This is an optimization exercise on Yosys and OpenROAD, whose aim is small area, a short achievable clock period and few clock cycles per item, not a production implementation. Where RTL was checked, it was by simulation tests only, not by an equivalence proof against the original.

==> job 3885 <==
## wvb_colormap_top
module wvb_colormap_top (
  input  logic        clk,
  input  logic        rst,
  input  logic        in_valid,
  output logic        in_stall,
  input  logic [15:0] in_ct_ref,
  input  logic [15:0] in_aff_ref,
  input  logic [15:0] in_ct_tar,
  input  logic [15:0] in_aff_tar,
  output logic        out_valid,
  input  logic        out_stall,
  output logic [15:0] out_blend,
  output logic [7:0]  out_red,
  output logic [7:0]  out_green,
  output logic [7:0]  out_blue,
  input  logic        cfg_valid,
  output logic        cfg_ready,
  input  logic [15:0] cfg_data
);
Settings: LEC_CHECK=0, CAP_MARGIN=20, CORE_MARGIN=2, CORE_UTILIZATION=55, CTS_CLUSTER_DIAMETER=100, CTS_CLUSTER_SIZE=20, PLACE_DENSITY=0.7, SETUP_SLACK_MARGIN=4.7, SLEW_MARGIN=20; clock period 8.0 ns.
run.sh (not shown) runs the stock make flow with config.mk's settings and CLKGATE_MAP_FILE= SYNTH_SCRIPT=/design/flow/synth_recipe.tcl, a recipe that flattens the netlist after the stock synthesis.
==> inputs of job 8484, as changes to job 3885 <==
--- a/flow/design.v
+++ b/flow/design.v
@@ -3711,49 +3711,66 @@
   wire [0:0] fc_1564;
   assign fs_1563 = fc_1506 ^ r21_cmm[113] ^ r21_cmm[114];
   assign fc_1564 = (fc_1506 & r21_cmm[113]) | (r21_cmm[114] & (fc_1506 ^ r21_cmm[113]));
   wire [61:0] cmm_1565;
   assign cmm_1565 = {r21_cmm[115], fc_1564, fs_1563, fc_1562, fs_1561, fc_1560, fs_1559, fc_1558, fs_1557, fc_1556, fs_1555, fc_1554, fs_1553, fc_1552, fs_1551, fc_1550, fs_1549, fc_1548, fs_1547, fc_1546, fs_1545, fc_1544, fs_1543, fc_1542, fs_1541, fc_1540, fs_1539, fc_1538, fs_1537, fc_1536, fs_1535, fc_1534, fs_1533, fc_1532, fs_1531, fc_1530, fs_1529, fc_1528, fs_1527, fc_1526, fs_1525, fc_1524, fs_1523, fc_1522, fs_1521, fc_1520, fs_1519, fc_1518, fs_1517, fc_1516, fs_1515, fc_1514, fs_1513, fc_1512, fs_1511, fc_1510, fs_1509, hc_1508, r21_cmm[4], hs_1507, r21_cmm[1], r21_cmm[0]};
-  wire [31:0] ra_1566;
-  wire [31:0] rb_1567;
-  assign ra_1566 = {1'b0, cmm_1565[60], cmm_1565[58], cmm_1565[56], cmm_1565[54], cmm_1565[52], cmm_1565[50], cmm_1565[48], cmm_1565[46], cmm_1565[44], cmm_1565[42], cmm_1565[40], cmm_1565[38], cmm_1565[36], cmm_1565[34], cmm_1565[32], cmm_1565[30], cmm_1565[28], cmm_1565[26], cmm_1565[24], cmm_1565[22], cmm_1565[20], cmm_1565[18], cmm_1565[16], cmm_1565[14], cmm_1565[12], cmm_1565[10], cmm_1565[8], cmm_1565[6], cmm_1565[4], cmm_1565[2], cmm_1565[0]};
-  assign rb_1567 = {1'b0, cmm_1565[61], cmm_1565[59], cmm_1565[57], cmm_1565[55], cmm_1565[53], cmm_1565[51], cmm_1565[49], cmm_1565[47], cmm_1565[45], cmm_1565[43], cmm_1565[41], cmm_1565[39], cmm_1565[37], cmm_1565[35], cmm_1565[33], cmm_1565[31], cmm_1565[29], cmm_1565[27], cmm_1565[25], cmm_1565[23], cmm_1565[21], cmm_1565[19], cmm_1565[17], cmm_1565[15], cmm_1565[13], cmm_1565[11], cmm_1565[9], cmm_1565[7], cmm_1565[5], cmm_1565[3], cmm_1565[1]};
-  wire [31:0] p_1568;
-  assign p_1568 = ra_1566 + rb_1567;
-  wire [15:0] P_1569;
-  assign P_1569 = p_1568[31:16];
-  wire [2:0] sc_1570;
-  assign sc_1570 = r21_sec;
   reg v22;
   reg [15:0] r22_bN;
+  reg [2:0] r22_sec;
+  reg [61:0] r22_cmm;
   reg [7:0] r22_sv;
-  reg [15:0] r22_P;
-  reg [2:0] r22_sc;
   always @(posedge clk) begin
     if (rst) v22 <= 1'b0;
     else if (pe) v22 <= v21;
   end
   always @(posedge clk) begin
     if (pe) begin
       r22_bN <= r21_bN;
+      r22_sec <= r21_sec;
+      r22_cmm <= cmm_1565;
       r22_sv <= r21_sv;
-      r22_P <= P_1569;
-      r22_sc <= sc_1570;
+    end
+  end
+  wire [31:0] ra_1566;
+  wire [31:0] rb_1567;
+  assign ra_1566 = {1'b0, r22_cmm[60], r22_cmm[58], r22_cmm[56], r22_cmm[54], r22_cmm[52], r22_cmm[50], r22_cmm[48], r22_cmm[46], r22_cmm[44], r22_cmm[42], r22_cmm[40], r22_cmm[38], r22_cmm[36], r22_cmm[34], r22_cmm[32], r22_cmm[30], r22_cmm[28], r22_cmm[26], r22_cmm[24], r22_cmm[22], r22_cmm[20], r22_cmm[18], r22_cmm[16], r22_cmm[14], r22_cmm[12], r22_cmm[10], r22_cmm[8], r22_cmm[6], r22_cmm[4], r22_cmm[2], r22_cmm[0]};
+  assign rb_1567 = {1'b0, r22_cmm[61], r22_cmm[59], r22_cmm[57], r22_cmm[55], r22_cmm[53], r22_cmm[51], r22_cmm[49], r22_cmm[47], r22_cmm[45], r22_cmm[43], r22_cmm[41], r22_cmm[39], r22_cmm[37], r22_cmm[35], r22_cmm[33], r22_cmm[31], r22_cmm[29], r22_cmm[27], r22_cmm[25], r22_cmm[23], r22_cmm[21], r22_cmm[19], r22_cmm[17], r22_cmm[15], r22_cmm[13], r22_cmm[11], r22_cmm[9], r22_cmm[7], r22_cmm[5], r22_cmm[3], r22_cmm[1]};
+  wire [31:0] p_1568;
+  assign p_1568 = ra_1566 + rb_1567;
+  wire [15:0] P_1569;
+  assign P_1569 = p_1568[31:16];
+  wire [2:0] sc_1570;
+  assign sc_1570 = r22_sec;
+  reg v23;
+  reg [15:0] r23_bN;
+  reg [7:0] r23_sv;
+  reg [15:0] r23_P;
+  reg [2:0] r23_sc;
+  always @(posedge clk) begin
+    if (rst) v23 <= 1'b0;
+    else if (pe) v23 <= v22;
+  end
+  always @(posedge clk) begin
+    if (pe) begin
+      r23_bN <= r22_bN;
+      r23_sv <= r22_sv;
+      r23_P <= P_1569;
+      r23_sc <= sc_1570;
     end
   end
   wire [7:0] mv_1571;
-  assign mv_1571 = ~(r22_P[15:8] + {7'd0, r22_P[7:0] > r22_P[15:8]});
+  assign mv_1571 = ~(r23_P[15:8] + {7'd0, r23_P[7:0] > r23_P[15:8]});
   wire [7:0] r_1572;
   wire [7:0] g_1573;
   wire [7:0] b_1574;
-  assign r_1572 = (r22_sc == 3'd1 || r22_sc == 3'd4) ? mv_1571 : (r22_sc == 3'd2 || r22_sc == 3'd3) ? r22_sv : 8'd255;
-  assign g_1573 = (r22_sc == 3'd3 || r22_sc == 3'd0 || r22_sc > 3'd4) ? mv_1571 : (r22_sc == 3'd4) ? r22_sv : 8'd255;
-  assign b_1574 = (r22_sc == 3'd2) ? mv_1571 : (r22_sc == 3'd1 || r22_sc == 3'd0 || r22_sc > 3'd4) ? r22_sv : 8'd255;
+  assign r_1572 = (r23_sc == 3'd1 || r23_sc == 3'd4) ? mv_1571 : (r23_sc == 3'd2 || r23_sc == 3'd3) ? r23_sv : 8'd255;
+  assign g_1573 = (r23_sc == 3'd3 || r23_sc == 3'd0 || r23_sc > 3'd4) ? mv_1571 : (r23_sc == 3'd4) ? r23_sv : 8'd255;
+  assign b_1574 = (r23_sc == 3'd2) ? mv_1571 : (r23_sc == 3'd1 || r23_sc == 3'd0 || r23_sc > 3'd4) ? r23_sv : 8'd255;
   wire [15:0] bl_1575;
-  assign bl_1575 = r22_bN;
+  assign bl_1575 = r23_bN;
   wire [39:0] res = {bl_1575, r_1572, g_1573, b_1574};
-  wire        res_v = v22;
+  wire        res_v = v23;
   always @(posedge clk) begin
     if (rst) begin
       out_valid <= 1'b0;
       skid_full <= 1'b0;
     end else begin
Settings changed: ABC_AREA set to 1, CORE_UTILIZATION 55 to 60, PLACE_DENSITY 0.7 to 0.72, SETUP_SLACK_MARGIN 4.7 to 4.5.
==> qor summary <==
metric	job 8484	job 3885
Status	no timing/DRC/antenna violations	no timing/DRC/antenna violations
Floorplan Core Area	209000 µm²	214000 µm²
Fraction of area in multi-input gates	41.7%	42.1%
Synthesized netlist net count	14100	11400
Slack of the worst reg-to-reg path	4570 ps	4420 ps
Signal buffers share of area	1.72%	3.68%
Total Routed Length	327000 µm	292000 µm
Final sequential cell count	2113	2023
Estimated wirelength of the detail-placed design	251000 µm	209000 µm
Initial drt markers	9009	7263
Clock latency at the later pin of the worst-skew pair	840 ps	810 ps
Met1 layer wirelength in the final routing	139000 µm	122000 µm
Final design instance area without fill	134000 µm²	130000 µm²
# Post-CTS Setup Buffers	4	142
Via count	91000	79200
Worst Hold End	r20_bN[2]	r17_hq[14]
Testbench counts of job 3885, summed over its fixed seeds: cycles 12,192, items 12,000.
No functional check of the RTL was part of job 8484.

========
==> trial 25: inputs <==
wvb_colormap_top, a different RTL version from the one above (not shown whole).
export LEC_CHECK = 0
export CAP_MARGIN = 20
export CORE_MARGIN = 2
export CORE_UTILIZATION = 50
export PLACE_DENSITY = 0.65
export SETUP_SLACK_MARGIN = 5.0
export SLEW_MARGIN = 20
create_clock -name core_clock -period 8.0 [get_ports {clk}]
==> build 36 (differences from trial 25) <==
SETUP_SLACK_MARGIN = 4.5   (was 5.0)
==> flow_metrics.py <==
metrics = {
    "route": {
        "wl_per_cell_um": 21.6,
    },
    "final_layout": {
        "inverters_excl_clock": 1210,
    },
    "run_status": {
        "status": "no timing/DRC/antenna violations",
    },
}
The numbers above come from trial 25.

==> flow_metrics.py <==
metrics = {
    "critical_path": {
        "reg2regPathDepth": 12,
    },
    "route": {
        "wl_per_cell_um": 21.3,
    },
    "placed_design": {
        "gp_congestion": 0.898,
    },
    "final_layout": {
        "inverters_excl_clock": 1209,
    },
    "run_status": {
        "status": "no timing/DRC/antenna violations",
    },
    "clocking": {
        "htree_levels": 4,
    },
}
The numbers above come from build 36.

Testbench counts of trial 25, summed over its fixed seeds: cycles 12,200, items 12,000.
Testbench counts of build 36, summed over its fixed seeds: cycles 12,200, items 12,000.

========
==> run Z: inputs <==
RTL: one of the versions met above, not the one the previous note started from.
Design wvb_colormap_top, start of the top module:
module wvb_colormap_top (
  input  logic        clk,
  input  logic        rst,
  input  logic        in_valid,
  output logic        in_stall,
  input  logic [15:0] in_ct_ref,
  input  logic [15:0] in_aff_ref,
  input  logic [15:0] in_ct_tar,
  input  logic [15:0] in_aff_tar,
  output logic        out_valid,
  input  logic        out_stall,
  output logic [15:0] out_blend,
  output logic [7:0]  out_red,
  output logic [7:0]  out_green,
  output logic [7:0]  out_blue,
  input  logic        cfg_valid,
  output logic        cfg_ready,
  input  logic [15:0] cfg_data
);
clock: 8.0 ns
lec_check: 0
cap_margin: 20
core_margin: 2
core_utilization: 50
cts_cluster_diameter: 100
cts_cluster_size: 20
place_density: 0.65
setup_slack_margin: 4.5
slew_margin: 20
==> run K: changes against run Z <==
Settings changed: CORE_UTILIZATION 50 to 60, CTS_CLUSTER_DIAMETER 100 to not set, CTS_CLUSTER_SIZE 20 to not set, PLACE_DENSITY 0.65 to 0.72.
==> run Y: changes against run Z <==
--- a/flow/design.v
+++ b/flow/design.v
@@ -3708,72 +3708,55 @@
   assign fs_1561 = fc_1504 ^ fs_1505 ^ r21_cmm[112];
   assign fc_1562 = (fc_1504 & fs_1505) | (r21_cmm[112] & (fc_1504 ^ fs_1505));
   wire [0:0] fs_1563;
   wire [0:0] fc_1564;
   assign fs_1563 = fc_1506 ^ r21_cmm[113] ^ r21_cmm[114];
   assign fc_1564 = (fc_1506 & r21_cmm[113]) | (r21_cmm[114] & (fc_1506 ^ r21_cmm[113]));
   wire [61:0] cmm_1565;
   assign cmm_1565 = {r21_cmm[115], fc_1564, fs_1563, fc_1562, fs_1561, fc_1560, fs_1559, fc_1558, fs_1557, fc_1556, fs_1555, fc_1554, fs_1553, fc_1552, fs_1551, fc_1550, fs_1549, fc_1548, fs_1547, fc_1546, fs_1545, fc_1544, fs_1543, fc_1542, fs_1541, fc_1540, fs_1539, fc_1538, fs_1537, fc_1536, fs_1535, fc_1534, fs_1533, fc_1532, fs_1531, fc_1530, fs_1529, fc_1528, fs_1527, fc_1526, fs_1525, fc_1524, fs_1523, fc_1522, fs_1521, fc_1520, fs_1519, fc_1518, fs_1517, fc_1516, fs_1515, fc_1514, fs_1513, fc_1512, fs_1511, fc_1510, fs_1509, hc_1508, r21_cmm[4], hs_1507, r21_cmm[1], r21_cmm[0]};
-  reg v22;
-  reg [15:0] r22_bN;
-  reg [2:0] r22_sec;
-  reg [61:0] r22_cmm;
-  reg [7:0] r22_sv;
-  always @(posedge clk) begin
-    if (rst) v22 <= 1'b0;
-    else if (pe) v22 <= v21;
-  end
-  always @(posedge clk) begin
-    if (pe) begin
-      r22_bN <= r21_bN;
-      r22_sec <= r21_sec;
-      r22_cmm <= cmm_1565;
-      r22_sv <= r21_sv;
-    end
-  end
   wire [31:0] ra_1566;
   wire [31:0] rb_1567;
-  assign ra_1566 = {1'b0, r22_cmm[60], r22_cmm[58], r22_cmm[56], r22_cmm[54], r22_cmm[52], r22_cmm[50], r22_cmm[48], r22_cmm[46], r22_cmm[44], r22_cmm[42], r22_cmm[40], r22_cmm[38], r22_cmm[36], r22_cmm[34], r22_cmm[32], r22_cmm[30], r22_cmm[28], r22_cmm[26], r22_cmm[24], r22_cmm[22], r22_cmm[20], r22_cmm[18], r22_cmm[16], r22_cmm[14], r22_cmm[12], r22_cmm[10], r22_cmm[8], r22_cmm[6], r22_cmm[4], r22_cmm[2], r22_cmm[0]};
-  assign rb_1567 = {1'b0, r22_cmm[61], r22_cmm[59], r22_cmm[57], r22_cmm[55], r22_cmm[53], r22_cmm[51], r22_cmm[49], r22_cmm[47], r22_cmm[45], r22_cmm[43], r22_cmm[41], r22_cmm[39], r22_cmm[37], r22_cmm[35], r22_cmm[33], r22_cmm[31], r22_cmm[29], r22_cmm[27], r22_cmm[25], r22_cmm[23], r22_cmm[21], r22_cmm[19], r22_cmm[17], r22_cmm[15], r22_cmm[13], r22_cmm[11], r22_cmm[9], r22_cmm[7], r22_cmm[5], r22_cmm[3], r22_cmm[1]};
+  assign ra_1566 = {1'b0, cmm_1565[60], cmm_1565[58], cmm_1565[56], cmm_1565[54], cmm_1565[52], cmm_1565[50], cmm_1565[48], cmm_1565[46], cmm_1565[44], cmm_1565[42], cmm_1565[40], cmm_1565[38], cmm_1565[36], cmm_1565[34], cmm_1565[32], cmm_1565[30], cmm_1565[28], cmm_1565[26], cmm_1565[24], cmm_1565[22], cmm_1565[20], cmm_1565[18], cmm_1565[16], cmm_1565[14], cmm_1565[12], cmm_1565[10], cmm_1565[8], cmm_1565[6], cmm_1565[4], cmm_1565[2], cmm_1565[0]};
+  assign rb_1567 = {1'b0, cmm_1565[61], cmm_1565[59], cmm_1565[57], cmm_1565[55], cmm_1565[53], cmm_1565[51], cmm_1565[49], cmm_1565[47], cmm_1565[45], cmm_1565[43], cmm_1565[41], cmm_1565[39], cmm_1565[37], cmm_1565[35], cmm_1565[33], cmm_1565[31], cmm_1565[29], cmm_1565[27], cmm_1565[25], cmm_1565[23], cmm_1565[21], cmm_1565[19], cmm_1565[17], cmm_1565[15], cmm_1565[13], cmm_1565[11], cmm_1565[9], cmm_1565[7], cmm_1565[5], cmm_1565[3], cmm_1565[1]};
   wire [31:0] p_1568;
   assign p_1568 = ra_1566 + rb_1567;
   wire [15:0] P_1569;
   assign P_1569 = p_1568[31:16];
   wire [2:0] sc_1570;
-  assign sc_1570 = r22_sec;
-  reg v23;
-  reg [15:0] r23_bN;
-  reg [7:0] r23_sv;
-  reg [15:0] r23_P;
-  reg [2:0] r23_sc;
+  assign sc_1570 = r21_sec;
+  reg v22;
+  reg [15:0] r22_bN;
+  reg [7:0] r22_sv;
+  reg [15:0] r22_P;
+  reg [2:0] r22_sc;
   always @(posedge clk) begin
-    if (rst) v23 <= 1'b0;
-    else if (pe) v23 <= v22;
+    if (rst) v22 <= 1'b0;
+    else if (pe) v22 <= v21;
   end
   always @(posedge clk) begin
     if (pe) begin
-      r23_bN <= r22_bN;
-      r23_sv <= r22_sv;
-      r23_P <= P_1569;
-      r23_sc <= sc_1570;
+      r22_bN <= r21_bN;
+      r22_sv <= r21_sv;
+      r22_P <= P_1569;
+      r22_sc <= sc_1570;
     end
   end
   wire [7:0] mv_1571;
-  assign mv_1571 = ~(r23_P[15:8] + {7'd0, r23_P[7:0] > r23_P[15:8]});
+  assign mv_1571 = ~(r22_P[15:8] + {7'd0, r22_P[7:0] > r22_P[15:8]});
   wire [7:0] r_1572;
   wire [7:0] g_1573;
   wire [7:0] b_1574;
-  assign r_1572 = (r23_sc == 3'd1 || r23_sc == 3'd4) ? mv_1571 : (r23_sc == 3'd2 || r23_sc == 3'd3) ? r23_sv : 8'd255;
-  assign g_1573 = (r23_sc == 3'd3 || r23_sc == 3'd0 || r23_sc > 3'd4) ? mv_1571 : (r23_sc == 3'd4) ? r23_sv : 8'd255;
-  assign b_1574 = (r23_sc == 3'd2) ? mv_1571 : (r23_sc == 3'd1 || r23_sc == 3'd0 || r23_sc > 3'd4) ? r23_sv : 8'd255;
+  assign r_1572 = (r22_sc == 3'd1 || r22_sc == 3'd4) ? mv_1571 : (r22_sc == 3'd2 || r22_sc == 3'd3) ? r22_sv : 8'd255;
+  assign g_1573 = (r22_sc == 3'd3 || r22_sc == 3'd0 || r22_sc > 3'd4) ? mv_1571 : (r22_sc == 3'd4) ? r22_sv : 8'd255;
+  assign b_1574 = (r22_sc == 3'd2) ? mv_1571 : (r22_sc == 3'd1 || r22_sc == 3'd0 || r22_sc > 3'd4) ? r22_sv : 8'd255;
   wire [15:0] bl_1575;
-  assign bl_1575 = r23_bN;
+  assign bl_1575 = r22_bN;
   wire [39:0] res = {bl_1575, r_1572, g_1573, b_1574};
-  wire        res_v = v23;
+  wire        res_v = v22;
   always @(posedge clk) begin
     if (rst) begin
       out_valid <= 1'b0;
       skid_full <= 1'b0;
     end else begin
       out_valid <= skid_full | (out_valid & out_stall) | res_v;
       skid_full <= out_stall & (skid_full | (res_v & out_valid));
     end
==> run notes <==
- Status: no timing/DRC/antenna violations
- Met2 wire length: about 140000 µm
- Sequential cell count: 2113
- Synth Area in Compound Gates: 10.2%
- Setup ws final: 4.56 ns
- DRT Wirelength: 280000 µm
- Total die area: 245000 µm²
- DR pass1 iterations: 6
# the run above: run Z

==> run notes <==
- DR pass1 iterations: 6
- DRT Wirelength: 282000 µm
- Status: no timing/DRC/antenna violations
- Synth Area in Compound Gates: 10.2%
# the run above: run K

==> run notes <==
- DR pass1 iterations: 5
- Sequential cell count: roughly 2000
- Status: no timing/DRC/antenna violations
- Synth Area in Compound Gates: 13.1%
# the run above: run Y

Testbench counts of run Y, summed over its fixed seeds: cycles 12,192, items 12,000.
For run Z and run K, only the layout was checked, not whether the RTL still works.

[separate check: timing with driven ports]
In the flow no input, the clock included, has a driving cell. The finished layouts below were timed again as built, in two steps. Step 1: set_driving_cell puts a clkbuf_16 on clk and a buf_2 on each other input, an assumption about the parent block. Step 2 also shifts input and output timing later by t, the mid clock arrival at the registers, as if the neighbouring blocks saw the same clock. Slacks: ideal ports / drivers / drivers and shift; pairs: ideal ports / drivers.
run	t (ns)	setup WS [ns]	worst setup path after step 2
job 3885	0.864	4.421 / 4.421 / 4.251	input to register
job 8484	0.909	4.567 / 4.530 / 4.503	input to register
trial 25	0.940	4.624 / 4.624 / 4.266	input to register
build 36	0.932	4.513 / 4.492 / 4.279	input to register
run Z	0.905	4.556 / 4.556 / 4.196	input to register
run K	0.936	4.562 / 4.503 / 4.250	input to register
run Y	0.885	4.349 / 4.349 / 4.174	input to register
After both steps every run listed still meets setup and hold. The setup slack of run Z, which loses most, moves by 0.000 ns with the drivers and by -0.360 ns with both steps.
